From an optimization exercise on the open Yosys and OpenROAD flow, aimed at small area and a short achievable clock period; shortcuts taken in it are not production practice.
Function was checked by simulation only, so behaviour that the tests miss may differ from the original.
No activity file was given, so power comes from the tool's default toggle rates.

<file path="design/flow/design.v">
`timescale 1ns/100ps
`default_nettype none
package hic_event_pkg;
    localparam int N_CH_DEFAULT = 8;
    localparam int DATA_W       = 32;
endpackage
module hic_sub32 (
    input  logic [31:0] a,
    input  logic [31:0] b,
    output logic [31:0] y
);
    logic [31:0] gl [6];
    logic [31:0] pl [6];
    assign gl[0] = {a[31:1] & ~b[31:1], a[0] | ~b[0]};
    assign pl[0] = a | ~b;
    for (genvar l = 0; l < 5; l++) begin : g_lvl
        for (genvar i = 0; i < 32; i++) begin : g_bit
            if (((i >> l) & 1) == 1) begin : g_node
                localparam int J = ((i >> l) << l) - 1;
                assign gl[l+1][i] = gl[l][i] | (pl[l][i] & gl[l][J]);
                assign pl[l+1][i] = pl[l][i] & pl[l][J];
            end else begin : g_pass
                assign gl[l+1][i] = gl[l][i];
                assign pl[l+1][i] = pl[l][i];
            end
        end
    end
    assign y = a ^ ~b ^ {gl[5][30:0], 1'b1};
endmodule
`default_nettype wire
`timescale 1ns/100ps
`default_nettype none
package hic_regmap_pkg;
    localparam logic [31:0] ADR_ID                 = 32'h0000_0000;
    localparam logic [31:0] ADR_VERSION            = 32'h0000_0004;
    localparam logic [31:0] ADR_CTRL               = 32'h0000_0008;
    localparam logic [31:0] ADR_TIME_NOW           = 32'h0000_0010;
    localparam logic [31:0] ADR_ADC_CMD            = 32'h0000_0020;
    localparam logic [31:0] ADR_ADC_SNAPSHOT_COUNT = 32'h0000_0024;
    localparam logic [31:0] ADR_EVT_CFG            = 32'h0000_0080;
    localparam logic [31:0] ADR_ADC_RAW_BASE        = 32'h0000_0040;
    localparam logic [31:0] ADR_EVT_THRESH_BASE     = 32'h0000_00A0;
    localparam logic [31:0] ADR_EVT_COUNT_BASE      = 32'h0000_00C0;
    localparam logic [31:0] ADR_EVT_LAST_DELTA_BASE = 32'h0000_00E0;
    localparam logic [31:0] ADR_EVT_LAST_TS_BASE    = 32'h0000_0100;
    localparam logic [31:0] CHIP_ID      = 32'h4849_4348;
    localparam logic [31:0] CHIP_VERSION = 32'h0000_0001;
    localparam int CTRL_ENABLE_BIT    = 0;
    localparam int CTRL_START_BIT     = 1;
    localparam int SNAPSHOT_BIT       = 0;
    localparam int EVT_CLR_COUNTS_BIT = 8;
    localparam int EVT_CLR_HIST_BIT   = 9;
endpackage
`default_nettype wire
`timescale 1ns/100ps
`default_nettype none
module hic_snapshot_gen (
    input  logic        wb_clk_i,
    input  logic        wb_rst_i,
    input  logic        snapshot_fire_i,
    output logic        sample_valid_o,
    output logic [31:0] ts_now_o,
    output logic [31:0] ts_prev_o,
    output logic [31:0] snapshot_count_o
);
    logic [31:0] time_q;
    logic [31:0] snap_cnt_q;
    logic        valid_q;
    logic [31:0] time_inc;
    logic [31:0] snap_inc;
    logic [31:0] ta [6];
    logic [31:0] sa [6];
    logic [31:0] tz [6];
    assign ta[0] = time_q;
    assign sa[0] = snap_cnt_q;
    assign tz[0] = ~time_q;
    for (genvar l = 0; l < 5; l++) begin : g_lvl
        for (genvar i = 0; i < 32; i++) begin : g_bit
            if (((i >> l) & 1) == 1) begin : g_node
                localparam int J = ((i >> l) << l) - 1;
                assign ta[l+1][i] = ta[l][i] & ta[l][J];
                assign sa[l+1][i] = sa[l][i] & sa[l][J];
                assign tz[l+1][i] = tz[l][i] & tz[l][J];
            end else begin : g_pass
                assign ta[l+1][i] = ta[l][i];
                assign sa[l+1][i] = sa[l][i];
                assign tz[l+1][i] = tz[l][i];
            end
        end
    end
    assign time_inc  = time_q ^ {ta[5][30:0], 1'b1};
    assign snap_inc  = snap_cnt_q ^ {sa[5][30:0], 1'b1};
    assign ts_prev_o = time_q ^ {tz[5][30:0], 1'b1};
    always_ff @(posedge wb_clk_i) begin
        if (wb_rst_i) begin
            time_q <= '0;
        end else begin
            time_q <= time_inc;
        end
    end
    always_ff @(posedge wb_clk_i) begin
        if (wb_rst_i) begin
            snap_cnt_q <= '0;
            valid_q    <= 1'b0;
        end else begin
            valid_q <= snapshot_fire_i;
            if (snapshot_fire_i) begin
                snap_cnt_q <= snap_inc;
            end
        end
    end
    assign sample_valid_o   = valid_q;
    assign ts_now_o         = time_q;
    assign snapshot_count_o = snap_cnt_q;
endmodule
`default_nettype wire
`timescale 1ns/100ps
`default_nettype none
module hic_evt_channel (
    input  logic        wb_clk_i,
    input  logic        wb_rst_i,
    input  logic        sample_valid_i,
    input  logic [31:0] sample_i,
    input  logic [31:0] ts_prev_i,         
    input  logic        enabled_i,
    input  logic [31:0] thresh_i,
    input  logic        clear_counts_i,
    input  logic        clear_history_i,
    output logic [31:0] count_o,
    output logic [31:0] last_delta_o,
    output logic [31:0] last_ts_o,
    output logic        hist_zero_o,
    output logic [31:0] delta_o,
    output logic [31:0] count_inc_o,
    output logic        hit_o
);
    logic [31:0] prev_q;
    logic        have_prev_q;
    logic [31:0] delta_q;
    logic        eval_q;
    logic [31:0] count_q;
    logic [31:0] last_delta_q;
    logic [31:0] last_ts_q;
    logic        hist_zero_q;
    logic        take;
    logic [31:0] delta;
    logic [31:0] d;
    logic        hit;
    assign take = sample_valid_i & enabled_i;
    hic_sub32 i_sub (.a(sample_i), .b(prev_q), .y(delta));
    assign d = delta_q;
    logic [31:0] gp, pp;      
    logic [31:0] gn, pn;      
    logic [31:0] rgp [6];
    logic [31:0] rpp [6];
    logic [31:0] rgn [6];
    logic [31:0] rpn [6];
    logic        eqn;
    assign gp = d & ~thresh_i;
    assign pp = ~(d ^ thresh_i);
    assign gn = ~d & ~thresh_i;
    assign pn = d ^ thresh_i;
    assign rgp[0] = {gp[31:1], d[0] | ~thresh_i[0]};
    assign rpp[0] = pp;
    assign rgn[0] = {gn[31:1], ~d[0] | ~thresh_i[0]};
    assign rpn[0] = pn;
    for (genvar l = 0; l < 5; l++) begin : g_red
        for (genvar i = 0; i < 32; i++) begin : g_bit
            if (i < (32 >> (l + 1))) begin : g_node
                assign rgp[l+1][i] = rgp[l][2*i+1] | (rpp[l][2*i+1] & rgp[l][2*i]);
                assign rpp[l+1][i] = rpp[l][2*i+1] & rpp[l][2*i];
                assign rgn[l+1][i] = rgn[l][2*i+1] | (rpn[l][2*i+1] & rgn[l][2*i]);
                assign rpn[l+1][i] = rpn[l][2*i+1] & rpn[l][2*i];
            end else begin : g_zero
                assign rgp[l+1][i] = 1'b0;
                assign rpp[l+1][i] = 1'b0;
                assign rgn[l+1][i] = 1'b0;
                assign rpn[l+1][i] = 1'b0;
            end
        end
    end
    assign eqn = ~pn[0] & (pn[1] ^ (~d[0] | ~thresh_i[0])) & (&(pn[31:2] ^ gn[30:1]));
    assign hit = eval_q
               & (d[31] ? (rgn[5][0] | eqn) : rgp[5][0]);
    logic [31:0] al [6];
    logic [31:0] count_inc;
    assign al[0] = count_q;
    for (genvar l = 0; l < 5; l++) begin : g_inc
        for (genvar i = 0; i < 32; i++) begin : g_bit
            if (((i >> l) & 1) == 1) begin : g_node
                localparam int J = ((i >> l) << l) - 1;
                assign al[l+1][i] = al[l][i] & al[l][J];
            end else begin : g_pass
                assign al[l+1][i] = al[l][i];
            end
        end
    end
    assign count_inc = count_q ^ {al[5][30:0], 1'b1};
    always_ff @(posedge wb_clk_i) begin
        delta_q <= delta;
        if (take) begin
            prev_q <= sample_i;
        end
        if (hit) begin
            last_delta_q <= delta_q;
            last_ts_q    <= ts_prev_i;
        end
    end
    always_ff @(posedge wb_clk_i) begin
        if (wb_rst_i || clear_counts_i) begin
            count_q <= '0;
        end else if (hit) begin
            count_q <= count_inc;
        end
    end
    always_ff @(posedge wb_clk_i) begin
        if (wb_rst_i) begin
            eval_q <= 1'b0;
        end else begin
            eval_q <= take & have_prev_q;
        end
    end
    always_ff @(posedge wb_clk_i) begin
        if (wb_rst_i || clear_history_i) begin
            have_prev_q <= 1'b0;
            hist_zero_q <= 1'b1;
        end else begin
            if (take) begin
                have_prev_q <= 1'b1;
            end
            if (hit) begin
                hist_zero_q <= 1'b0;
            end
        end
    end
    assign count_o      = count_q;
    assign last_delta_o = last_delta_q;
    assign last_ts_o    = last_ts_q;
    assign hist_zero_o  = hist_zero_q;
    assign delta_o      = delta_q;
    assign count_inc_o  = count_inc;
    assign hit_o        = hit;
endmodule
`default_nettype wire
`timescale 1ns/100ps
`default_nettype none
module hic_wb_regs (
    input  logic           wb_clk_i,
    input  logic           wb_rst_i,
    input  logic           wbs_cyc_i,
    input  logic           wbs_stb_i,
    input  logic           wbs_we_i,
    input  logic [3:0]     wbs_sel_i,
    input  logic [31:0]    wbs_adr_i,
    input  logic [31:0]    wbs_dat_i,
    output logic           wbs_ack_o,
    output logic [31:0]    wbs_dat_o,
    output logic           ctrl_enable_o,
    output logic           ctrl_start_o,
    output logic           snapshot_fire_o,
    input  logic [31:0]    ts_now_i,
    input  logic [31:0]    snapshot_count_i,
    input  logic [255:0]   sample_i,
    input  logic [255:0]   count_i,
    input  logic [255:0]   last_delta_i,
    input  logic [255:0]   last_ts_i,
    input  logic [7:0]     hist_zero_i,
    input  logic [255:0]   delta_i,
    input  logic [255:0]   count_inc_i,
    input  logic [7:0]     hit_i,
    input  logic [31:0]    ts_prev_i,
    output logic [7:0]     evt_en_o,
    output logic [255:0]   thresh_o,
    output logic           clear_counts_o,
    output logic           clear_history_o
);
    logic        wb_fire;
    logic        wr_fire;
    logic        hi_ok;
    logic [7:0]  ch;
    logic        b_raw, b_thr, b_cnt, b_dlt, b_ts;
    logic        a_id, a_ver, a_ctrl, a_time, a_cmd, a_snap, a_cfg;
    logic [31:0] rd_data;
    logic [31:0] rd_old;
    logic [31:0] inc_sel;
    logic [31:0] delta_sel;
    logic        hit_sel;
    logic [31:0] wr_data;
    logic        ack_q;
    logic [31:0] dat_q;
    logic        enable_q;
    logic        start_pend_q;
    logic        start_q;
    logic        clr_counts_q;
    logic        clr_hist_q;
    logic [7:0]  evt_en_q;
    logic [255:0] thresh_q;
    assign wb_fire = wbs_cyc_i & wbs_stb_i & ~ack_q;
    assign wr_fire = wb_fire & wbs_we_i;
    assign hi_ok = wbs_adr_i[31:9] == 23'd0;
    always_comb begin
        for (int c = 0; c < 8; c++) ch[c] = wbs_adr_i[4:2] == 3'(c);
    end
    assign b_raw  = hi_ok & (wbs_adr_i[8:5] == 4'h2);
    assign b_thr  = hi_ok & (wbs_adr_i[8:5] == 4'h5);
    assign b_cnt  = hi_ok & (wbs_adr_i[8:5] == 4'h6);
    assign b_dlt  = hi_ok & (wbs_adr_i[8:5] == 4'h7);
    assign b_ts   = hi_ok & (wbs_adr_i[8:5] == 4'h8);
    assign a_id   = hi_ok & (wbs_adr_i[8:2] == 7'h00);
    assign a_ver  = hi_ok & (wbs_adr_i[8:2] == 7'h01);
    assign a_ctrl = hi_ok & (wbs_adr_i[8:2] == 7'h02);
    assign a_time = hi_ok & (wbs_adr_i[8:2] == 7'h04);
    assign a_cmd  = hi_ok & (wbs_adr_i[8:2] == 7'h08);
    assign a_snap = hi_ok & (wbs_adr_i[8:2] == 7'h09);
    assign a_cfg  = hi_ok & (wbs_adr_i[8:2] == 7'h20);
    assign snapshot_fire_o = wr_fire & a_cmd & wbs_sel_i[0] & wbs_dat_i[0];
    assign wr_data = wb_rst_i ? 32'd0 : wbs_dat_i;
    always_ff @(posedge wb_clk_i) begin
        if (wb_rst_i) begin
            ack_q        <= 1'b0;
            enable_q     <= 1'b0;
            start_pend_q <= 1'b0;
            start_q      <= 1'b0;
            clr_counts_q <= 1'b0;
            clr_hist_q   <= 1'b0;
            evt_en_q     <= '0;
        end else begin
            ack_q        <= wb_fire;
            start_pend_q <= wr_fire & a_ctrl & wbs_sel_i[0] & wbs_dat_i[1];
            start_q      <= start_pend_q;
            clr_counts_q <= wr_fire & a_cfg & wbs_sel_i[1] & wbs_dat_i[8];
            clr_hist_q   <= wr_fire & a_cfg & wbs_sel_i[1] & wbs_dat_i[9];
            if (wr_fire & a_ctrl & wbs_sel_i[0]) begin
                enable_q <= wbs_dat_i[0];
            end
            if (wr_fire & a_cfg & wbs_sel_i[0]) begin
                evt_en_q <= wbs_dat_i[7:0];
            end
        end
    end
    always_ff @(posedge wb_clk_i) begin
        for (int c = 0; c < 8; c++) begin
            for (int b = 0; b < 4; b++) begin
                if (wb_rst_i | (wr_fire & b_thr & ch[c] & wbs_sel_i[b])) begin
                    thresh_q[32*c + 8*b +: 8] <= wr_data[8*b +: 8];
                end
            end
        end
    end
    always_ff @(posedge wb_clk_i) begin
        dat_q <= rd_data;
    end
    always_comb begin
        rd_old    = '0;
        delta_sel = '0;
        inc_sel   = '0;
        hit_sel   = 1'b0;
        for (int c = 0; c < 8; c++) begin
            rd_old = rd_old
                | ({32{b_raw & ch[c]}} & sample_i[32*c +: 32])
                | ({32{b_thr & ch[c]}} & thresh_q[32*c +: 32])
                | ({32{b_cnt & ch[c]}} & count_i[32*c +: 32])
                | ({32{b_dlt & ch[c] & ~hist_zero_i[c]}} & last_delta_i[32*c +: 32])
                | ({32{b_ts  & ch[c] & ~hist_zero_i[c]}} & last_ts_i[32*c +: 32]);
            delta_sel = delta_sel | ({32{ch[c]}} & delta_i[32*c +: 32]);
            inc_sel   = inc_sel | ({32{ch[c]}} & count_inc_i[32*c +: 32]);
            hit_sel   = hit_sel | (ch[c] & hit_i[c]);
        end
        rd_old = rd_old
            | ({32{a_id}}   & hic_regmap_pkg::CHIP_ID)
            | ({32{a_ver}}  & hic_regmap_pkg::CHIP_VERSION)
            | ({32{a_ctrl}} & {31'd0, enable_q})
            | ({32{a_time}} & ts_now_i)
            | ({32{a_snap}} & snapshot_count_i)
            | ({32{a_cfg}}  & {24'd0, evt_en_q});
    end
    assign rd_data = ~(hit_sel & (b_cnt | b_dlt | b_ts)) ? rd_old
                   : b_cnt ? inc_sel
                   : b_dlt ? delta_sel
                   : ts_prev_i;
    assign wbs_ack_o       = ack_q;
    assign wbs_dat_o       = dat_q;
    assign ctrl_enable_o   = enable_q;
    assign ctrl_start_o    = start_q;
    assign evt_en_o        = evt_en_q;
    assign thresh_o        = thresh_q;
    assign clear_counts_o  = clr_counts_q;
    assign clear_history_o = clr_hist_q;
endmodule
`default_nettype wire
`timescale 1ns/100ps
`default_nettype none
module home_inventory_wb #(
    parameter int N_CH = hic_event_pkg::N_CH_DEFAULT
) (
    input  logic               wb_clk_i,
    input  logic               wb_rst_i,
    input  logic               wbs_cyc_i,
    input  logic               wbs_stb_i,
    input  logic               wbs_we_i,
    input  logic [3:0]         wbs_sel_i,
    input  logic [31:0]        wbs_adr_i,
    input  logic [31:0]        wbs_dat_i,
    input  logic [N_CH*32-1:0] adc_data_i,
    output logic               wbs_ack_o,
    output logic [31:0]        wbs_dat_o,
    output logic               ctrl_enable_o,
    output logic               ctrl_start_o
);
    logic         snapshot_fire;
    logic         sample_valid;
    logic [31:0]  ts_now;
    logic [31:0]  snapshot_count;
    logic [7:0]   evt_en;
    logic [255:0] thresh;
    logic         clear_counts;
    logic         clear_history;
    logic [255:0] count;
    logic [255:0] last_delta;
    logic [255:0] last_ts;
    logic [7:0]   hist_zero;
    logic [255:0] delta;
    logic [255:0] count_inc;
    logic [7:0]   hit;
    logic [31:0]  ts_prev;
    hic_wb_regs i_hic_wb_regs (
        .wb_clk_i         (wb_clk_i),
        .wb_rst_i         (wb_rst_i),
        .wbs_cyc_i        (wbs_cyc_i),
        .wbs_stb_i        (wbs_stb_i),
        .wbs_we_i         (wbs_we_i),
        .wbs_sel_i        (wbs_sel_i),
        .wbs_adr_i        (wbs_adr_i),
        .wbs_dat_i        (wbs_dat_i),
        .wbs_ack_o        (wbs_ack_o),
        .wbs_dat_o        (wbs_dat_o),
        .ctrl_enable_o    (ctrl_enable_o),
        .ctrl_start_o     (ctrl_start_o),
        .snapshot_fire_o  (snapshot_fire),
        .ts_now_i         (ts_now),
        .snapshot_count_i (snapshot_count),
        .sample_i         (adc_data_i),
        .count_i          (count),
        .last_delta_i     (last_delta),
        .last_ts_i        (last_ts),
        .hist_zero_i      (hist_zero),
        .delta_i          (delta),
        .count_inc_i      (count_inc),
        .hit_i            (hit),
        .ts_prev_i        (ts_prev),
        .evt_en_o         (evt_en),
        .thresh_o         (thresh),
        .clear_counts_o   (clear_counts),
        .clear_history_o  (clear_history)
    );
    hic_snapshot_gen i_hic_snapshot_gen (
        .wb_clk_i         (wb_clk_i),
        .wb_rst_i         (wb_rst_i),
        .snapshot_fire_i  (snapshot_fire),
        .sample_valid_o   (sample_valid),
        .ts_now_o         (ts_now),
        .ts_prev_o        (ts_prev),
        .snapshot_count_o (snapshot_count)
    );
    for (genvar c = 0; c < 8; c++) begin : g_chan
        hic_evt_channel i_hic_evt_channel (
            .wb_clk_i        (wb_clk_i),
            .wb_rst_i        (wb_rst_i),
            .sample_valid_i  (sample_valid),
            .sample_i        (adc_data_i[32*c +: 32]),
            .ts_prev_i       (ts_prev),
            .enabled_i       (evt_en[c]),
            .thresh_i        (thresh[32*c +: 32]),
            .clear_counts_i  (clear_counts),
            .clear_history_i (clear_history),
            .count_o         (count[32*c +: 32]),
            .last_delta_o    (last_delta[32*c +: 32]),
            .last_ts_o       (last_ts[32*c +: 32]),
            .hist_zero_o     (hist_zero[c]),
            .delta_o         (delta[32*c +: 32]),
            .count_inc_o     (count_inc[32*c +: 32]),
            .hit_o           (hit[c])
        );
    end
endmodule
`default_nettype wire
</file>
<file path="design/flow/run.sh">
#!/bin/bash
# synth_recipe.tcl (not shown) runs the flow's synth.tcl, then flattens the netlist and writes it again
# the make line also repeats each setting of config.mk as NAME=value (left out here)
make -C /OpenROAD-flow-scripts/flow DESIGN_CONFIG=/design/flow/config.mk WORK_HOME=/design/flow/orfs CLKGATE_MAP_FILE= SYNTH_SCRIPT=/design/flow/synth_recipe.tcl finish
</file>
<file path="design/flow/config.mk">
export PLATFORM = sky130hd
export DESIGN_NAME = home_inventory_wb
export DESIGN_NICKNAME = home_inventory_wb
export VERILOG_FILES = /design/flow/design.v
export SDC_FILE = /design/flow/constraint.sdc
export NUM_CORES = 4
export LEC_CHECK = 0
export CAP_MARGIN = 20
export CORE_MARGIN = 2
export CORE_UTILIZATION = 45
export PLACE_DENSITY = 0.6
export SETUP_SLACK_MARGIN = 4
export SLEW_MARGIN = 20
export SYNTH_HIERARCHICAL = 1
export SYNTH_MINIMUM_KEEP_SIZE = 0
</file>
<file path="design/flow/constraint.sdc">
create_clock -name core_clock -period 8.5 [get_ports {wb_clk_i}]
set_input_delay 1.7000 -clock core_clock [delete_from_list [all_inputs] [get_ports {wb_clk_i}]]
set_output_delay 1.7000 -clock core_clock [all_outputs]
set_load 0.01 [all_outputs]
</file>
==> out/results.tsv, run 1 <==
stage	metric	value	unit
route	dr_wl_met2	225000	um
worst_setup_path	critical-path-top-cell-by-count	sky130_fd_sc_hd__buf_4	
worst_setup_path	critical_path.max_stage_delay	0.94	ns
yosys	number_of_enable_type_register_cells_in_the_synthesized_netlist	1024	
floorplanning	core.rowCount	174	
route	detailedRoute.firstPassIterationCount	14	
yosys	synthesis.area_per_instance	10.5	um^2
worst_setup_path	critical-path-slowest-cell	sky130_fd_sc_hd__a22oi_1	
yosys	synthDominantCellAreaShare	30.2	%
global_routing	maximum_number_of_pins_on_one_net_before_global_route_repair	109	
timing	slew_violations	0	
hold_path	hold_class	reg2reg	
timing	max_slew.worst_pin.slew	1.36	ns
floorplanning	boundaryPins	364	
timing	grt_setup_unrepaired	true	
yosys	ys.flop_type	sky130_fd_sc_hd__edfxtp_1	
floorplanning	initial_core_util	45.3	%
route	route.detailed.vias_per_inst	6.76	
worst_setup_path	critPathLaunch	wbs_adr_i[2]	
route	detailroute.via_count	91226	
pwr	static-leakage-power	50.1	nW
route	route.detailed.drc	0	
cells_and_area	num-nets-final	11821	
clock_tree	root_buffer	sky130_fd_sc_hd__clkbuf_16	
outcome	outcome	finished clean	
worst_setup_path	path_max_fanout	47	
placed_design	dp.cells	12881	
yosys	yosys_register_bits	1671	
global_routing	global_routing_usage_summed_across_all_routing_layers	48.2	%
placed_design	io_buffers	361	
cells_and_area	syn2layout_area_growth	18.8	%
route	drt_wl_total	572000	um
global_routing	grt_pass1_vias	84205	
yosys	ys_async_sr_fraction	0	%
yosys	post_synth_instance_area	0.102	mm^2
timing	hold_viol_final	0	
timing	period_utilization	57.0	%
global_routing	initial_antenna_violation_count	65	
yosys	ys_types	100	
placed_design	area_of_placed_instances	0.110	mm^2
timing	timing.fmax	206	MHz
floorplanning	core_area	0.225	mm^2
global_routing	grt_remaining_overflow	0	
yosys	syn-num-nets	11197	
worst_setup_path	worst_setup_ep_type	flop	
cells_and_area	layout.core_utilization	53.8	%
clock_tree	clock_insertion_delay_at_the_later_pin_of_the_skew_report	0.89	ns
clock_tree	cts_num_sinks	1671	
clock_tree	clock_buffers_created_by_tritoncts	199	
yosys	yosys-top-cells-area	sky130_fd_sc_hd__edfxtp_1 (30%), sky130_fd_sc_hd__dfxtp_1 (13%), sky130_fd_sc_hd__ha_1 (13%)	
clock_tree	cts.clk_slew.worst_paths	0.06	ns
placed_design	detailedPlacementHpwl	436000	um
pwr	power	0.0222	W
yosys	most_used_standard_cell_by_instance_count_after_synthesis	sky130_fd_sc_hd__inv_1	
timing	finClkSkew	0.0373	ns
route	met3WireLength	92500	um
worst_setup_path	timing.critical_path.arrival	5.59	ns
timing	max_slew_margin	9.00	%
clock_tree	clock_tree_from_tritoncts	yes	
global_routing	grt_pass1_wl	741000	um
hold_path	min-delay-start	i_hic_wb_regs.start_pend_q	
worst_setup_path	start_kind	input pin	
floorplanning	die_x	480	um
worst_setup_path	worst-endpoint-required	9.25	ns
route	initialDrtViolationCount	16142	
clock_tree	cts.path.max_buffers	3	
route	wirelength_met1	210000	um
route	routed_wire_length_per_instance	42.4	um
clock_tree	ctsHtreeMaxLevel	4	
yosys	yosys_warnings	20	
worst_setup_path	timing.setup.critical_path_class	in2reg	
worst_setup_path	critical_path.n_buffers_inverters	3	
pwr	power.ir.vdd_worst	0.235	mV
yosys	register_area_share_after_synthesis	42.9	%
floorplanning	dieArea	0.230	mm^2
route	top_layer_used	met5	
timing	setup_total_negative_slack	0	ns
yosys	yosys-top-cells-count	sky130_fd_sc_hd__inv_1 (1388), sky130_fd_sc_hd__ha_1 (1033), sky130_fd_sc_hd__edfxtp_1 (1024)	
yosys	post_synth_inst_count	9667	
floorplanning	fp.dieH	480	um
placed_design	gpl.final_weighted_congestion	1.10	
job	maxCapViolations	0	
cells_and_area	final_cell_count_no_fill	13497	
worst_setup_path	critical_path.top_delay_family	compound AO/OA/AOI/OAI gates	
route	ant_nets	0	
timing	post_layout_min_period	4.85	ns
worst_setup_path	crit_chain	buf_4 > buf_12 > nand2b_2 > nor2_4 > buf_4 > a22oi_1 > o22ai_1 > a221oi_1 > o2111ai_1 > nor3_1 > a21oi_2	
yosys	leading_area_contributor_after_synthesis	sky130_fd_sc_hd__edfxtp_1	
pwr	cellPowerDensity	184	mW/mm^2
worst_setup_path	worstReg2RegStart	g_chan[4].i_hic_evt_channel.delta_q[2]	
cells_and_area	final_area	0.121	mm^2
cells_and_area	drive_gt1_share	13.3	%
timing	setup_violations	0	
==> worst register-to-register path: stages, from the launching register on <==
cell and delay [ns]:
sky130_fd_sc_hd__dfxtp_2 0.55, sky130_fd_sc_hd__inv_1 0.10, sky130_fd_sc_hd__ha_1 0.21, sky130_fd_sc_hd__fa_1 0.42, sky130_fd_sc_hd__o21ai_4 0.25, sky130_fd_sc_hd__a2111oi_4 0.17, sky130_fd_sc_hd__o31ai_2 0.34, sky130_fd_sc_hd__nand3b_4 0.29
sky130_fd_sc_hd__o21ai_4 0.19, sky130_fd_sc_hd__buf_12 0.13, sky130_fd_sc_hd__clkinvlp_4 0.08, sky130_fd_sc_hd__mux2i_2 0.19, sky130_fd_sc_hd__a22oi_2 0.16, sky130_fd_sc_hd__and4_4 0.30, sky130_fd_sc_hd__buf_6 0.15, sky130_fd_sc_hd__buf_12 0.13
sky130_fd_sc_hd__a21oi_4 0.15, sky130_fd_sc_hd__nand3_4 0.21, sky130_fd_sc_hd__a2111oi_4 0.47, sky130_fd_sc_hd__a31oi_1 0.11
==> flip-flops by register name, summed over array words and instances, names as in the netlist <==
register and flops:
g_chan.i_hic_evt_channel.prev_q 256, i_hic_wb_regs.start_pend_q 1, i_hic_wb_regs.thresh_q 256, g_chan.i_hic_evt_channel.last_delta_q 256, i_hic_snapshot_gen.time_q 32, g_chan.i_hic_evt_channel.hist_zero_q 8
g_chan.i_hic_evt_channel.delta_q 256, i_hic_wb_regs.clr_hist_q 1, i_hic_wb_regs.ack_q 1, i_hic_wb_regs.evt_en_q 8, g_chan.i_hic_evt_channel.have_prev_q 8, g_chan.i_hic_evt_channel.count_q 256
i_hic_wb_regs.enable_q 1, i_hic_wb_regs.dat_q 32, i_hic_wb_regs.clr_counts_q 1, g_chan.i_hic_evt_channel.eval_q 8, i_hic_snapshot_gen.valid_q 1, i_hic_wb_regs.start_q 1
g_chan.i_hic_evt_channel.last_ts_q 256, i_hic_snapshot_gen.snap_cnt_q 32
==> cell type report <==
type | count | area [um^2]
clock buffer | 264 | 5490
sequential | 1671 | 43900
fill | 19809 | 104000
multi-input combinational | 6254 | 53600
antenna | 38 | 95.1
timing repair buffer | 777 | 7590
tap | 2992 | 3740
clock inverter | 113 | 1280
inverter | 1388 | 5240
==> cells by family after synthesis <==
group | count (synthesis) | share of synthesized area (%)
fa+ha+maj | 1201 | 16.0
buf+inv | 1745 | 6.84
mux | 104 | 1.05
simple gates | 2147 | 12.2
flops | 1671 | 42.9
xor+xnor | 578 | 4.97
compound gates | 2221 | 16.1
==> per-stage QoR <==
step / worst slack [ns] / hold WS (ns)
2_1_floorplan: 3.94 / 0.414
3_3_place_gp: 1.95 / 0.422
3_5_place_dp: 1.84 / 0.435
4_1_cts: 3.81 / 0.450
5_1_grt: 3.78 / 0.483
6_report: 3.65 / 0.452
==> final timing paths <==
path	end	slack, ns	depth (start not counted)
worst min register to register	i_hic_wb_regs.start_q	0.45	1
worst max register to register	i_hic_wb_regs.dat_q[1]	3.75	19
worst max-delay path	i_hic_wb_regs.dat_q[9]	3.65	11
worst min-delay path	i_hic_wb_regs.start_q	0.45	1
==> Yosys stat by module (local to each module, per instance), excerpt <==
module            times used  flops+latches  cells inside  cell area [um^2]
hic_wb_regs                1            302          2162             22000
hic_evt_channel            8            163           610              7540
hic_snapshot_gen           1             65           441              3660
hic_sub32                  8              0           273              1980
==> power by group <==
group          internal [W]  switching [W]  leakage (nW)
clock               0.00520        0.00392          3.27
combinational       0.00118        0.00241          32.2
sequential          0.00893       0.000590          14.7
total                0.0153        0.00692          50.1
==> routing by layer <==
layer	global-route usage (%)	vias up
met3	23.5	1637
met1	60.3	45565
li1	-	36614
met2	66.6	7378
met4	28.3	32
met5	0.559	-
==> cell usage in the layout, fill, tap and decap left out, types with 38 or more instances in the layout <==
master                            netlist  routed
sky130_fd_sc_hd__a31oi_1               82      75
sky130_fd_sc_hd__o21bai_1             105      82
sky130_fd_sc_hd__a32o_1                61      61
sky130_fd_sc_hd__inv_1               1388    1376
sky130_fd_sc_hd__o21ai_0              207     195
sky130_fd_sc_hd__o21a_1                41      41
sky130_fd_sc_hd__o211ai_1             141     141
sky130_fd_sc_hd__clkdlybuf4s50_1        0     316
sky130_fd_sc_hd__nor3_1               143     122
sky130_fd_sc_hd__nor2b_1               84      71
sky130_fd_sc_hd__a32oi_1               44      44
sky130_fd_sc_hd__o31ai_1              115     108
sky130_fd_sc_hd__clkbuf_16              0     202
sky130_fd_sc_hd__nor4_1               131     106
sky130_fd_sc_hd__a221oi_1             219     198
sky130_fd_sc_hd__dfxtp_1              647     520
sky130_fd_sc_hd__buf_4                 41     329
sky130_fd_sc_hd__clkbuf_1             175      42
sky130_fd_sc_hd__dfxtp_2                0      95
sky130_fd_sc_hd__or3_1                121     115
sky130_fd_sc_hd__a22o_1               136     134
sky130_fd_sc_hd__diode_2                0      38
sky130_fd_sc_hd__a222oi_1              53      53
sky130_fd_sc_hd__mux2i_1               83      81
sky130_fd_sc_hd__buf_12                 0      44
sky130_fd_sc_hd__a21oi_1              383     372
sky130_fd_sc_hd__xor2_1               323     314
sky130_fd_sc_hd__nor2_1               432     415
sky130_fd_sc_hd__nand4_1              218     218
sky130_fd_sc_hd__nand2_1              378     375
sky130_fd_sc_hd__nand3_1              160     147
sky130_fd_sc_hd__edfxtp_1            1024    1024
sky130_fd_sc_hd__and3_1                41      40
sky130_fd_sc_hd__fa_1                 168     145
sky130_fd_sc_hd__xnor2_1              255     255
sky130_fd_sc_hd__a22oi_1              358     355
sky130_fd_sc_hd__or4_1                102      98
sky130_fd_sc_hd__ha_1                1033    1019
==> what timing repair did <==
item	in CTS	in global routing
hold endpoints to repair	0	0
buffers inserted	136	54
gates cloned	7	1
setup endpoints to repair	782	217
gates resized for setup	396	194
hold buffers	0	0
pin swaps	84	76
==> run 2: changes to the inputs <==
--- a/design/flow/design.v
+++ b/design/flow/design.v
@@ -11,6 +11,7 @@
 );
     logic [31:0] gl [6];
     logic [31:0] pl [6];
+    logic [31:0] c;
     assign gl[0] = {a[31:1] & ~b[31:1], a[0] | ~b[0]};
     assign pl[0] = a | ~b;
     for (genvar l = 0; l < 5; l++) begin : g_lvl
@@ -25,7 +26,15 @@
             end
         end
     end
-    assign y = a ^ ~b ^ {gl[5][30:0], 1'b1};
+    for (genvar i = 0; i < 32; i++) begin : g_c
+        if (i == 2 || i == 4 || i == 8 || i == 16) begin : g_pair
+            assign c[i] = (gl[0][i] | (pl[0][i] & gl[0][i-1]))
+                        | (pl[0][i] & pl[0][i-1] & gl[5][i-2]);
+        end else begin : g_tree
+            assign c[i] = gl[5][i];
+        end
+    end
+    assign y = a ^ (~b ^ {c[30:0], 1'b1});
 endmodule
 `default_nettype wire
 `timescale 1ns/100ps
@@ -68,29 +77,63 @@
     logic        valid_q;
     logic [31:0] time_inc;
     logic [31:0] snap_inc;
-    logic [31:0] ta [6];
-    logic [31:0] sa [6];
-    logic [31:0] tz [6];
-    assign ta[0] = time_q;
-    assign sa[0] = snap_cnt_q;
-    assign tz[0] = ~time_q;
-    for (genvar l = 0; l < 5; l++) begin : g_lvl
-        for (genvar i = 0; i < 32; i++) begin : g_bit
-            if (((i >> l) & 1) == 1) begin : g_node
-                localparam int J = ((i >> l) << l) - 1;
-                assign ta[l+1][i] = ta[l][i] & ta[l][J];
-                assign sa[l+1][i] = sa[l][i] & sa[l][J];
-                assign tz[l+1][i] = tz[l][i] & tz[l][J];
-            end else begin : g_pass
-                assign ta[l+1][i] = ta[l][i];
-                assign sa[l+1][i] = sa[l][i];
-                assign tz[l+1][i] = tz[l][i];
-            end
-        end
+    logic [31:0] ti_a;
+    logic [32:0] ti_c;
+    logic [3:0]  ti_b;
+    assign ti_a = time_q;
+    for (genvar k = 0; k < 4; k++) begin : g_ti_blk
+        assign ti_b[k] = &ti_a[8*k +: 8];
+        if (k == 0) begin : g_first
+            assign ti_c[0] = 1'b1;
+        end else begin : g_next
+            assign ti_c[8*k] = &ti_b[k-1:0];
+        end
+        for (genvar i = 8*k; i < 8*k + 7; i++) begin : g_rip
+            assign ti_c[i+1] = ti_c[i] & ti_a[i];
+        end
+    end
+    assign ti_c[32] = 1'b0;
+    for (genvar i = 0; i < 32; i++) begin : g_ti_x
+        assign time_inc[i] = ti_c[i] ? ~time_q[i] : time_q[i];
+    end
+    logic [31:0] si_a;
+    logic [32:0] si_c;
+    logic [3:0]  si_b;
+    assign si_a = snap_cnt_q;
+    for (genvar k = 0; k < 4; k++) begin : g_si_blk
+        assign si_b[k] = &si_a[8*k +: 8];
+        if (k == 0) begin : g_first
+            assign si_c[0] = 1'b1;
+        end else begin : g_next
+            assign si_c[8*k] = &si_b[k-1:0];
+        end
+        for (genvar i = 8*k; i < 8*k + 7; i++) begin : g_rip
+            assign si_c[i+1] = si_c[i] & si_a[i];
+        end
+    end
+    assign si_c[32] = 1'b0;
+    for (genvar i = 0; i < 32; i++) begin : g_si_x
+        assign snap_inc[i] = si_c[i] ? ~snap_cnt_q[i] : snap_cnt_q[i];
+    end
+    logic [31:0] td_a;
+    logic [32:0] td_c;
+    logic [3:0]  td_b;
+    assign td_a = ~time_q;
+    for (genvar k = 0; k < 4; k++) begin : g_td_blk
+        assign td_b[k] = &td_a[8*k +: 8];
+        if (k == 0) begin : g_first
+            assign td_c[0] = 1'b1;
+        end else begin : g_next
+            assign td_c[8*k] = &td_b[k-1:0];
+        end
+        for (genvar i = 8*k; i < 8*k + 7; i++) begin : g_rip
+            assign td_c[i+1] = td_c[i] & td_a[i];
+        end
+    end
+    assign td_c[32] = 1'b0;
+    for (genvar i = 0; i < 32; i++) begin : g_td_x
+        assign ts_prev_o[i] = td_c[i] ? ~time_q[i] : time_q[i];
     end
-    assign time_inc  = time_q ^ {ta[5][30:0], 1'b1};
-    assign snap_inc  = snap_cnt_q ^ {sa[5][30:0], 1'b1};
-    assign ts_prev_o = time_q ^ {tz[5][30:0], 1'b1};
     always_ff @(posedge wb_clk_i) begin
         if (wb_rst_i) begin
             time_q <= '0;
@@ -104,7 +147,7 @@
             valid_q    <= 1'b0;
         end else begin
             valid_q <= snapshot_fire_i;
-            if (snapshot_fire_i) begin
+            if (valid_q) begin
                 snap_cnt_q <= snap_inc;
             end
         end
@@ -157,9 +200,9 @@
     logic [31:0] rpn [6];
     logic        eqn;
     assign gp = d & ~thresh_i;
-    assign pp = ~(d ^ thresh_i);
+    assign pp = d | ~thresh_i;
     assign gn = ~d & ~thresh_i;
-    assign pn = d ^ thresh_i;
+    assign pn = ~d | ~thresh_i;
     assign rgp[0] = {gp[31:1], d[0] | ~thresh_i[0]};
     assign rpp[0] = pp;
     assign rgn[0] = {gn[31:1], ~d[0] | ~thresh_i[0]};
@@ -179,23 +222,34 @@
             end
         end
     end
-    assign eqn = ~pn[0] & (pn[1] ^ (~d[0] | ~thresh_i[0])) & (&(pn[31:2] ^ gn[30:1]));
+    logic [31:0] dt_or;
+    logic [31:0] en;
+    assign dt_or = d | thresh_i;
+    assign en[0] = ~(d[0] ^ thresh_i[0]);
+    assign en[31:1] = ~(d[31:1] ^ (thresh_i[31:1] ^ dt_or[30:0]));
+    assign eqn = &en;
     assign hit = eval_q
                & (d[31] ? (rgn[5][0] | eqn) : rgp[5][0]);
-    logic [31:0] al [6];
     logic [31:0] count_inc;
-    assign al[0] = count_q;
-    for (genvar l = 0; l < 5; l++) begin : g_inc
-        for (genvar i = 0; i < 32; i++) begin : g_bit
-            if (((i >> l) & 1) == 1) begin : g_node
-                localparam int J = ((i >> l) << l) - 1;
-                assign al[l+1][i] = al[l][i] & al[l][J];
-            end else begin : g_pass
-                assign al[l+1][i] = al[l][i];
-            end
-        end
+    logic [31:0] ci_a;
+    logic [32:0] ci_c;
+    logic [3:0]  ci_b;
+    assign ci_a = count_q;
+    for (genvar k = 0; k < 4; k++) begin : g_ci_blk
+        assign ci_b[k] = &ci_a[8*k +: 8];
+        if (k == 0) begin : g_first
+            assign ci_c[0] = 1'b1;
+        end else begin : g_next
+            assign ci_c[8*k] = &ci_b[k-1:0];
+        end
+        for (genvar i = 8*k; i < 8*k + 7; i++) begin : g_rip
+            assign ci_c[i+1] = ci_c[i] & ci_a[i];
+        end
+    end
+    assign ci_c[32] = 1'b0;
+    for (genvar i = 0; i < 32; i++) begin : g_ci_x
+        assign count_inc[i] = ci_c[i] ? ~count_q[i] : count_q[i];
     end
-    assign count_inc = count_q ^ {al[5][30:0], 1'b1};
     always_ff @(posedge wb_clk_i) begin
         delta_q <= delta;
         if (take) begin
@@ -278,8 +332,10 @@
     logic        wr_fire;
     logic        hi_ok;
     logic [7:0]  ch;
-    logic        b_raw, b_thr, b_cnt, b_dlt, b_ts;
-    logic        a_id, a_ver, a_ctrl, a_time, a_cmd, a_snap, a_cfg;
+    logic        b_thr;
+    logic        a_ctrl, a_cmd, a_cfg;
+    logic        l_raw, l_thr, l_cnt, l_dlt, l_ts;
+    logic        l_id, l_ver, l_ctrl, l_time, l_snap, l_cfg;
     logic [31:0] rd_data;
     logic [31:0] rd_old;
     logic [31:0] inc_sel;
@@ -301,18 +357,21 @@
     always_comb begin
         for (int c = 0; c < 8; c++) ch[c] = wbs_adr_i[4:2] == 3'(c);
     end
-    assign b_raw  = hi_ok & (wbs_adr_i[8:5] == 4'h2);
     assign b_thr  = hi_ok & (wbs_adr_i[8:5] == 4'h5);
-    assign b_cnt  = hi_ok & (wbs_adr_i[8:5] == 4'h6);
-    assign b_dlt  = hi_ok & (wbs_adr_i[8:5] == 4'h7);
-    assign b_ts   = hi_ok & (wbs_adr_i[8:5] == 4'h8);
-    assign a_id   = hi_ok & (wbs_adr_i[8:2] == 7'h00);
-    assign a_ver  = hi_ok & (wbs_adr_i[8:2] == 7'h01);
     assign a_ctrl = hi_ok & (wbs_adr_i[8:2] == 7'h02);
-    assign a_time = hi_ok & (wbs_adr_i[8:2] == 7'h04);
     assign a_cmd  = hi_ok & (wbs_adr_i[8:2] == 7'h08);
-    assign a_snap = hi_ok & (wbs_adr_i[8:2] == 7'h09);
     assign a_cfg  = hi_ok & (wbs_adr_i[8:2] == 7'h20);
+    assign l_raw  = wbs_adr_i[8:5] == 4'h2;
+    assign l_thr  = wbs_adr_i[8:5] == 4'h5;
+    assign l_cnt  = wbs_adr_i[8:5] == 4'h6;
+    assign l_dlt  = wbs_adr_i[8:5] == 4'h7;
+    assign l_ts   = wbs_adr_i[8:5] == 4'h8;
+    assign l_id   = wbs_adr_i[8:2] == 7'h00;
+    assign l_ver  = wbs_adr_i[8:2] == 7'h01;
+    assign l_ctrl = wbs_adr_i[8:2] == 7'h02;
+    assign l_time = wbs_adr_i[8:2] == 7'h04;
+    assign l_snap = wbs_adr_i[8:2] == 7'h09;
+    assign l_cfg  = wbs_adr_i[8:2] == 7'h20;
     assign snapshot_fire_o = wr_fire & a_cmd & wbs_sel_i[0] & wbs_dat_i[0];
     assign wr_data = wb_rst_i ? 32'd0 : wbs_dat_i;
     always_ff @(posedge wb_clk_i) begin
@@ -357,27 +416,28 @@
         hit_sel   = 1'b0;
         for (int c = 0; c < 8; c++) begin
             rd_old = rd_old
-                | ({32{b_raw & ch[c]}} & sample_i[32*c +: 32])
-                | ({32{b_thr & ch[c]}} & thresh_q[32*c +: 32])
-                | ({32{b_cnt & ch[c]}} & count_i[32*c +: 32])
-                | ({32{b_dlt & ch[c] & ~hist_zero_i[c]}} & last_delta_i[32*c +: 32])
-                | ({32{b_ts  & ch[c] & ~hist_zero_i[c]}} & last_ts_i[32*c +: 32]);
+                | ({32{l_raw & ch[c]}} & sample_i[32*c +: 32])
+                | ({32{l_thr & ch[c]}} & thresh_q[32*c +: 32])
+                | ({32{l_cnt & ch[c]}} & count_i[32*c +: 32])
+                | ({32{l_dlt & ch[c] & ~hist_zero_i[c]}} & last_delta_i[32*c +: 32])
+                | ({32{l_ts  & ch[c] & ~hist_zero_i[c]}} & last_ts_i[32*c +: 32]);
             delta_sel = delta_sel | ({32{ch[c]}} & delta_i[32*c +: 32]);
             inc_sel   = inc_sel | ({32{ch[c]}} & count_inc_i[32*c +: 32]);
             hit_sel   = hit_sel | (ch[c] & hit_i[c]);
         end
         rd_old = rd_old
-            | ({32{a_id}}   & hic_regmap_pkg::CHIP_ID)
-            | ({32{a_ver}}  & hic_regmap_pkg::CHIP_VERSION)
-            | ({32{a_ctrl}} & {31'd0, enable_q})
-            | ({32{a_time}} & ts_now_i)
-            | ({32{a_snap}} & snapshot_count_i)
-            | ({32{a_cfg}}  & {24'd0, evt_en_q});
-    end
-    assign rd_data = ~(hit_sel & (b_cnt | b_dlt | b_ts)) ? rd_old
-                   : b_cnt ? inc_sel
-                   : b_dlt ? delta_sel
-                   : ts_prev_i;
+            | ({32{l_id}}   & hic_regmap_pkg::CHIP_ID)
+            | ({32{l_ver}}  & hic_regmap_pkg::CHIP_VERSION)
+            | ({32{l_ctrl}} & {31'd0, enable_q})
+            | ({32{l_time}} & ts_now_i)
+            | ({32{l_snap}} & snapshot_count_i)
+            | ({32{l_cfg}}  & {24'd0, evt_en_q});
+    end
+    assign rd_data = {32{hi_ok}}
+                   & (~(hit_sel & (l_cnt | l_dlt | l_ts)) ? rd_old
+                      : l_cnt ? inc_sel
+                      : l_dlt ? delta_sel
+                      : ts_prev_i);
     assign wbs_ack_o       = ack_q;
     assign wbs_dat_o       = dat_q;
     assign ctrl_enable_o   = enable_q;
==> out/results.tsv, run 2 <==
stage	metric	value	unit
timing	post_layout_min_period	5.30	ns
yosys	post_synth_instance_area	0.0956	mm^2
yosys	compound_cell_area_share_of_the_yosys_netlist	17.3	%
timing	grt_setup_unrepaired	true	
yosys	yosys.area_share.adder	8.60	%
worst_setup_path	worstReg2RegStart	g_chan[4].i_hic_evt_channel.delta_q[0]	
yosys	leading_area_contributor_after_synthesis	sky130_fd_sc_hd__edfxtp_1	
clock_tree	clock_tree_from_tritoncts	yes	
pwr	power.ir.vdd_worst	0.224	mV
hold_path	hold_class	reg2reg	
clock_tree	cts.clk_slew.worst_paths	0.06	ns
global_routing	grt_pass1_vias	82160	
cells_and_area	syn2layout_area_growth	19.2	%
placed_design	dp.cells	12214	
worst_setup_path	worst_setup_ep_type	flop	
timing	setup_total_negative_slack	0	ns
cells_and_area	layout.cells.most_common_list	sky130_fd_sc_hd__edfxtp_1 (1024), sky130_fd_sc_hd__nand2_1 (634), sky130_fd_sc_hd__inv_1 (604), sky130_fd_sc_hd__nor2_1 (579), sky130_fd_sc_hd__dfxtp_1 (552)	
yosys	ys_types	109	
clock_tree	cts.path.max_buffers	3	
floorplanning	core.rowCount	169	
floorplanning	core_area	0.212	mm^2
yosys	main_combinational_cell_family_by_area_after_synthesis	compound AO/OA/AOI/OAI gates	
worst_setup_path	worstReg2RegEnd	i_hic_wb_regs.dat_q[20]	
route	routed_wire_length_per_instance	44.1	um
clock_tree	cts.hold.buffers_added	0	
outcome	outcome	finished clean	
route	initialDrtViolationCount	17313	
clock_tree	root_buffer	sky130_fd_sc_hd__clkbuf_16	
floorplanning	initial_core_util	45.2	%
global_routing	maximum_number_of_pins_on_one_net_before_global_route_repair	100	
yosys	yosys-top-cells-count	sky130_fd_sc_hd__edfxtp_1 (1024), sky130_fd_sc_hd__dfxtp_1 (647), sky130_fd_sc_hd__nand2_1 (636)	
yosys	most_used_standard_cell_by_instance_count_after_synthesis	sky130_fd_sc_hd__edfxtp_1	
placed_design	io_buffers	361	
route	detailroute.via_count	91483	
pwr	static-leakage-power	41.2	nW
placed_design	gpl.final_weighted_congestion	1.13	
placed_design	detailedPlacementHpwl	427000	um
worst_setup_path	worst-endpoint-required	9.22	ns
worst_setup_path	setup.reg_to_reg.worst_slack	3.21	ns
route	route.detailed.drc	0	
timing	max_slew_margin	8.36	%
timing	timing.fmax	189	MHz
timing	max_slew.worst_pin.slew	1.37	ns
route	route.detailed.vias_per_inst	7.10	
yosys	synthesis.area_per_instance	10.4	um^2
worst_setup_path	timing.setup.critical_path_class	in2reg	
hold_path	holdPathStages	2	
worst_setup_path	path_max_fanout	18	
worst_setup_path	timing.critical_path.arrival	6.03	ns
timing	hold_viol_final	0	
yosys	simple_gate_area_share_of_the_yosys_netlist	14.3	%
clock_tree	ctsHtreeMaxLevel	4	
cells_and_area	fillers	18708	
timing	hold_slack	0.483	ns
cells_and_area	layout.cells.most_common	sky130_fd_sc_hd__edfxtp_1	
cells_and_area	final_area	0.114	mm^2
global_routing	grt_pass1_wl	733000	um
yosys	number_of_enable_type_register_cells_in_the_synthesized_netlist	1024	
hold_path	min-delay-start	g_chan[6].i_hic_evt_channel.count_q[27]	
yosys	ys.flop_type	sky130_fd_sc_hd__edfxtp_1	
placed_design	area_of_placed_instances	0.103	mm^2
cells_and_area	drive_gt1_share	14.6	%
floorplanning	boundaryPins	364	
clock_tree	clock_insertion_delay_at_the_later_pin_of_the_skew_report	0.87	ns
worst_setup_path	reg2reg_depth	19	
yosys	synth.mux.area_fraction	3.87	%
yosys	syn-num-nets	9943	
yosys	ys_async_sr_fraction	0	%
timing	period_utilization	62.4	%
yosys	synth-xor-area-share	5.53	%
route	detailedRoute.firstPassIterationCount	13	
yosys	yosys-top-cells-area	sky130_fd_sc_hd__edfxtp_1 (32%), sky130_fd_sc_hd__dfxtp_1 (14%), sky130_fd_sc_hd__xnor2_1 (4.4%)	
floorplanning	die_x	465	um
yosys	yosys_warnings	16	
timing	finClkSkew	0.0367	ns
cells_and_area	final_cell_count_no_fill	12878	
route	drt_wl_total	568000	um
global_routing	grt_remaining_overflow	0	
cells_and_area	num-nets-final	10563	
global_routing	initial_antenna_violation_count	85	
route	ant_nets	0	
floorplanning	dieArea	0.216	mm^2
timing	setup_violations	0	
yosys	synthDominantCellAreaShare	32.2	%
yosys	yosys_register_bits	1671	
yosys	post_synth_inst_count	9202	
floorplanning	fp.dieH	465	um
worst_setup_path	start_kind	input pin	
clock_tree	clock_buffers_created_by_tritoncts	194	
clock_tree	cts_num_sinks	1671	
timing	slew_violations	0	
hold_path	end_point_of_the_worst_hold_path	g_chan[6].i_hic_evt_channel.count_q[27]	
job	maxCapViolations	0	
pwr	cellPowerDensity	194	mW/mm^2
global_routing	global_routing_usage_summed_across_all_routing_layers	50.7	%
yosys	register_area_share_after_synthesis	45.7	%
-- run 2: cell types whose count changed after synthesis, moves of 133 or more --
cell                       change
sky130_fd_sc_hd__xor2_1      -204
sky130_fd_sc_hd__nor2b_1     +161
sky130_fd_sc_hd__nor2_1      +177
sky130_fd_sc_hd__maj3_1      +168
sky130_fd_sc_hd__ha_1        -757
sky130_fd_sc_hd__xnor2_1     +230
sky130_fd_sc_hd__nand2b_1    +219
sky130_fd_sc_hd__inv_1       -776
sky130_fd_sc_hd__mux2i_1     +133
sky130_fd_sc_hd__a22oi_1     +149
sky130_fd_sc_hd__nand2_1     +258
-- run 2: what timing repair did --
item | 4_1_cts | 5_1_grt
resized for setup | 357 | 154
cloned | 7 | 2
buffers inserted | 149 | 71
pin swaps | 87 | 73
endpoints found under the setup margin | 765 | 348
-- run 2: stage by stage --
stage	setup slack [ns]	utilization, %	total power, W
global route	3.39	53.8	0.0223
CTS	3.45	53.2	0.0217
finish	3.20	53.8	0.0221
detailed placement	1.86	48.8	0.0129
global placement	1.95	48.7	0.0128
floorplan	4.06	-	0.0109
-- run 2: worst max-delay path by stage --
stage	from	to	slack, ns	depth (start not counted)
global placement	i_hic_wb_regs.thresh_q[69]	i_hic_wb_regs.dat_q[8]	1.95	14
floorplan	adc_data_i[0]	g_chan[0].i_hic_evt_channel.delta_q[11]	4.06	11
finish	wbs_adr_i[7]	i_hic_wb_regs.dat_q[6]	3.20	9
global route	g_chan[2].i_hic_evt_channel.delta_q[12]	i_hic_wb_regs.dat_q[29]	3.39	17
detailed placement	i_hic_wb_regs.thresh_q[69]	i_hic_wb_regs.dat_q[8]	1.86	14
CTS	i_hic_wb_regs.thresh_q[72]	i_hic_wb_regs.dat_q[29]	3.45	16
-- run 2: cell type report --
| type | count | area, um^2 | share of cell area [%] |
|---|---|---|---|
| timing repair buffer | 825 | 7670 | 6.73 |
| tap | 2821 | 3530 | 3.10 |
| antenna | 63 | 158 | 0.138 |
| clock buffer | 271 | 5570 | 4.88 |
| timing repair inverter | 7 | 66.3 | 0.0582 |
| multi-input combinational | 6485 | 49500 | 43.4 |
| sequential | 1671 | 43900 | 38.5 |
| clock inverter | 97 | 1050 | 0.922 |
| inverter | 638 | 2530 | 2.22 |
-- run 2: kinds of logic (layout without fill, tap and decap cells) --
family | after synthesis | after routing
simple gates | 2636 | 2636
buf+inv | 1046 | 1838
xor+xnor | 604 | 604
compound gates | 2295 | 2295
fa+ha+maj | 612 | 612
flops | 1671 | 1671
other cells | 0 | 63
mux | 338 | 338
-- run 2: critical path, cell delays in order --
cell and delay [ns]:
sky130_fd_sc_hd__clkdlybuf4s50_1 0.79, sky130_fd_sc_hd__and4b_4 0.53, sky130_fd_sc_hd__buf_4 0.30, sky130_fd_sc_hd__and2_2 0.28
sky130_fd_sc_hd__buf_4 0.38, sky130_fd_sc_hd__a22oi_1 0.97, sky130_fd_sc_hd__nand4_1 0.25, sky130_fd_sc_hd__nor4_1 0.59
sky130_fd_sc_hd__a31oi_1 0.17
-- run 2: modules after synthesis, one instance, submodules excluded, a selection --
| module | times used | flip-flops and latches |
|---|---|---|
| hic_evt_channel | 8 | 163 |
| hic_sub32 | 8 | 0 |
| hic_snapshot_gen | 1 | 65 |
| hic_wb_regs | 1 | 302 |
-- run 2: layer usage --
metal  up-vias  track usage [%]  wire [um]
met1     45583             63.1     205000
met5         -             1.69        621
met2      8376             67.2     218000
li1      35617                -          -
met3      1887             26.6      97200
met4        20             33.2      46900
-- run 2: report_power, final --
part / switching (W) / internal [W]
combinational: 0.00237 / 0.00118
sequential: 0.000682 / 0.00892
clock: 0.00379 / 0.00513
total: 0.00685 / 0.0152
==> run 3: changes to the inputs <==
--- a/design/flow/config.mk
+++ b/design/flow/config.mk
@@ -7,9 +7,7 @@
 export LEC_CHECK = 0
 export CAP_MARGIN = 20
 export CORE_MARGIN = 2
-export CORE_UTILIZATION = 45
-export PLACE_DENSITY = 0.6
+export CORE_UTILIZATION = 42
+export PLACE_DENSITY = 0.55
 export SETUP_SLACK_MARGIN = 4
 export SLEW_MARGIN = 20
-export SYNTH_HIERARCHICAL = 1
-export SYNTH_MINIMUM_KEEP_SIZE = 0
==> out/results.tsv, run 3 <==
stage	metric	value	unit
outcome	outcome	finished clean	
yosys	register_area_share_after_synthesis	49.4	%
cells_and_area	syn2layout_area_growth	22.8	%
worst_setup_path	timing.critical_path.arrival	6.00	ns
yosys	leading_area_contributor_after_synthesis	sky130_fd_sc_hd__edfxtp_1	
worst_setup_path	critical-path-top-cell-by-count	sky130_fd_sc_hd__maj3_2	
placed_design	detailedPlacementHpwl	352000	um
route	route.detailed.vias_per_inst	6.57	
timing	period_utilization	62.0	%
yosys	yosys-top-cells-area	sky130_fd_sc_hd__edfxtp_1 (35%), sky130_fd_sc_hd__dfxtp_1 (15%), sky130_fd_sc_hd__xnor2_1 (5.6%)	
route	top_layer_used	met5	
timing	grt_setup_unrepaired	true	
cells_and_area	register_area	0.0438	mm^2
clock_tree	clock_tree_from_tritoncts	yes	
timing	max_slew.worst_pin.slew	1.45	ns
global_routing	initial_antenna_violation_count	61	
worst_setup_path	path_max_fanout	3	
clock_tree	root_buffer	sky130_fd_sc_hd__clkbuf_16	
route	detailroute.via_count	77786	
yosys	yosys_register_bits	1671	
pwr	p_seq_share	45.4	%
timing	setup_violations	0	
pwr	power	0.0215	W
timing	hold_viol_final	0	
worst_setup_path	critical_path.top_delay_family	adder cells	
yosys	synthDominantCellAreaShare	34.8	%
pwr	clock_power_share	41.3	%
clock_tree	cts_num_sinks	1671	
timing	setup_total_negative_slack	0	ns
worst_setup_path	start_kind	input pin	
timing	finClkSkew	0.0414	ns
cells_and_area	fillers	18757	
cells_and_area	drive_gt1_share	14.6	%
route	met3WireLength	72000	um
floorplanning	initial_core_util	42.2	%
floorplanning	boundaryPins	364	
cells_and_area	multi_input_logic_area	0.0437	mm^2
pwr	power.net_switching	0.00636	W
clock_tree	clock_buffers_created_by_tritoncts	193	
clock_tree	cts.path.max_buffers	3	
yosys	ys.flop_type	sky130_fd_sc_hd__edfxtp_1	
worst_setup_path	crit_chain	buf_8 > inv_8 > ha_4 > fa_2 > nand2b_4 > a211o_1 > a221oi_4 > nor2_2 > o211ai_2 > buf_6 > buf_6 > a211oi_4 > nor3_4 > o31ai_4 > o211ai_1 > maj3_2 > a221oi_4 > maj3_2 > maj3_2 > maj3_2 > xnor2_1	
route	wirelength_met1	191000	um
placed_design	gpl.final_weighted_congestion	1.03	
pwr	power.ir.vdd_worst	0.261	mV
pwr	internal_power	0.0151	W
yosys	synthesis.area_per_instance	10.8	um^2
route	route.detailed.drc	0	
clock_tree	cts.hold.buffers_added	0	
yosys	yosys_warnings	10	
worst_setup_path	critical-path-slowest-cell	sky130_fd_sc_hd__maj3_2	
cells_and_area	num-nets-final	9580	
floorplanning	fp.dieH	463	um
route	detailedRoute.firstPassIterationCount	10	
worst_setup_path	timing.setup.critical_path_class	in2reg	
worst_setup_path	critical_path.n_buffers_inverters	4	
route	ant_nets	0	
route	dr_wl_met2	187000	um
yosys	post_synth_instance_area	0.0884	mm^2
clock_tree	cts.clk_slew.worst_paths	0.06	ns
pwr	sw_frac_of_total	29.6	%
clock_tree	ctsHtreeMaxLevel	4	
yosys	ys_async_sr_fraction	0	%
global_routing	grt_pass1_wl	618000	um
clock_tree	clock_insertion_delay_at_the_later_pin_of_the_skew_report	0.88	ns
route	routed_wire_length_per_instance	40.2	um
timing	max_slew_margin	3.56	%
pwr	p_comb_share	13.3	%
yosys	yosys-top-cells-count	sky130_fd_sc_hd__edfxtp_1 (1024), sky130_fd_sc_hd__nor2_1 (805), sky130_fd_sc_hd__inv_1 (667)	
route	drt_wl_total	476000	um
global_routing	grt_remaining_overflow	0	
timing	post_layout_min_period	5.27	ns
timing	hold_slack	0.458	ns
floorplanning	core_area	0.209	mm^2
timing	slew_violations	0	
cells_and_area	layout.cells.most_common_list	sky130_fd_sc_hd__edfxtp_1 (1024), sky130_fd_sc_hd__nor2_1 (756), sky130_fd_sc_hd__inv_1 (642), sky130_fd_sc_hd__dfxtp_1 (564), sky130_fd_sc_hd__xnor2_1 (548)	
global_routing	grt_pass1_vias	71586	
placed_design	io_buffers	361	
global_routing	maximum_number_of_pins_on_one_net_before_global_route_repair	149	
timing	timing.fmax	190	MHz
cells_and_area	layout.cells.most_common	sky130_fd_sc_hd__edfxtp_1	
yosys	number_of_enable_type_register_cells_in_the_synthesized_netlist	1024	
yosys	most_used_standard_cell_by_instance_count_after_synthesis	sky130_fd_sc_hd__edfxtp_1	
worst_setup_path	worst-endpoint-required	9.23	ns
yosys	syn-num-nets	8898	
yosys	ys_types	92	
route	initialDrtViolationCount	13041	
worst_setup_path	critical_path.max_stage_delay	0.38	ns
pwr	static-leakage-power	40.3	nW
pwr	cellPowerDensity	198	mW/mm^2
hold_path	hold_class	reg2reg	
floorplanning	core.rowCount	168	
global_routing	global_routing_usage_summed_across_all_routing_layers	42.5	%
floorplanning	dieArea	0.214	mm^2
floorplanning	die_x	463	um
job	maxCapViolations	0	
yosys	post_synth_inst_count	8157	
worst_setup_path	worst_setup_ep_type	flop	
## run 3: cell count changes after synthesis, sizes merged, moves of 67 or more
cell / change
a21oi: -81
a221oi: +140
a22o: +86
and2: -67
buf: -167
mux2: -108
nand2: -318
nand2b: -121
nor2: +189
o211ai: -107
o21ai: -233
or4: -70
xnor2: +78
xor2: +75
## run 3: cell families after synthesis
family | count (synthesis) | synth area share, %
xor+xnor | 757 | 7.50
flops | 1671 | 49.4
simple gates | 2077 | 11.4
compound gates | 1808 | 15.4
fa+ha+maj | 659 | 9.80
mux | 203 | 2.30
buf+inv | 982 | 4.19
## run 3: routing by layer
layer	vias up	track usage [%]
met1	39276	59.5
li1	31678	-
met4	26	17.6
met2	5825	57.7
met3	981	17.0
met5	-	0.446
## run 3: worst paths after layout
path / startpoint / end / slack, ns / cells after the start
setup / recovery: adc_data_i[32] / g_chan[1].i_hic_evt_channel.delta_q[31] / 3.23 / 21
hold / removal: g_chan[1].i_hic_evt_channel.have_prev_q / g_chan[1].i_hic_evt_channel.have_prev_q / 0.46 / 1
setup reg to reg: i_hic_wb_regs.thresh_q[186] / i_hic_wb_regs.dat_q[2] / 3.40 / 19
hold reg to reg: g_chan[1].i_hic_evt_channel.have_prev_q / g_chan[1].i_hic_evt_channel.have_prev_q / 0.46 / 1
## run 3: through the flow
step | instance area, um^2 | cells | worst slack (ns) | util (%)
after floorplan | 89100 | 8157 | 3.09 | -
after global placement | 97000 | 11197 | 1.42 | 46.3
after detailed placement | 97000 | 11199 | 1.41 | 46.4
after CTS | 107000 | 11738 | 3.17 | 51.1
after global routing | 109000 | 11818 | 3.15 | 51.9
final | 109000 | 11837 | 3.23 | 51.9
## run 3: power groups by stage
stage                     clock network [W]  registers, W  logic, W
after floorplan                           0       0.00932   0.00142
after global placement                    0       0.00982   0.00259
after detailed placement                  0       0.00982   0.00262
after CTS                           0.00890       0.00965   0.00273
after global routing                0.00922       0.00971   0.00297
final                               0.00889       0.00975   0.00285
## run 3: layout make-up
| type | count | area share [%] |
|---|---|---|
| sequential | 1671 | 40.4 |
| multi-input combinational | 5510 | 40.3 |
| timing repair buffer | 782 | 7.49 |
| clock buffer | 260 | 4.92 |
| tap | 2805 | 3.23 |
| inverter | 679 | 2.45 |
| clock inverter | 105 | 1.21 |
| antenna | 23 | 0.0530 |
| timing repair inverter | 2 | 0.0184 |
## run 3: what timing repair did
item | in CTS | in global routing
pin swaps | 170 | 160
endpoints found under the setup margin | 1075 | 576
cloned | 20 | 15
setup buffers | 154 | 57
resized for setup | 492 | 234

afterwards: timing with drivers on the ports:
Ports are ideal in the flow. The routed layouts listed here were re-timed in OpenROAD. Step 1, drivers: a clkbuf_16 drives wb_clk_i and a buf_2 each remaining input, both assumed. Step 2, shift: input delay + t, output delay - t, t = (earliest + latest rising clock arrival at the registers) / 2. This alone moves slack from input paths to output paths. Three values: ideal, step 1, step 2; two values: the first two.
run | t, ns | slack for setup (ns) | hold WS [ns] | clock arrival spread, ns
run 1 | 0.972 | 3.653 / 3.727 / 2.755 | 0.452 / 0.452 / 0.452 | 0.038 / 0.038
run 2 | 0.965 | 3.195 / 3.212 / 2.314 | 0.483 / 0.483 / 0.483 | 0.037 / 0.036
run 3 | 0.961 | 3.231 / 3.285 / 2.324 | 0.458 / 0.458 / 0.458 | 0.044 / 0.044
After both steps every run listed still meets setup and hold. For run 3, which loses most, drivers alone change the setup slack by +0.054 ns; drivers and shift together by -0.907 ns.
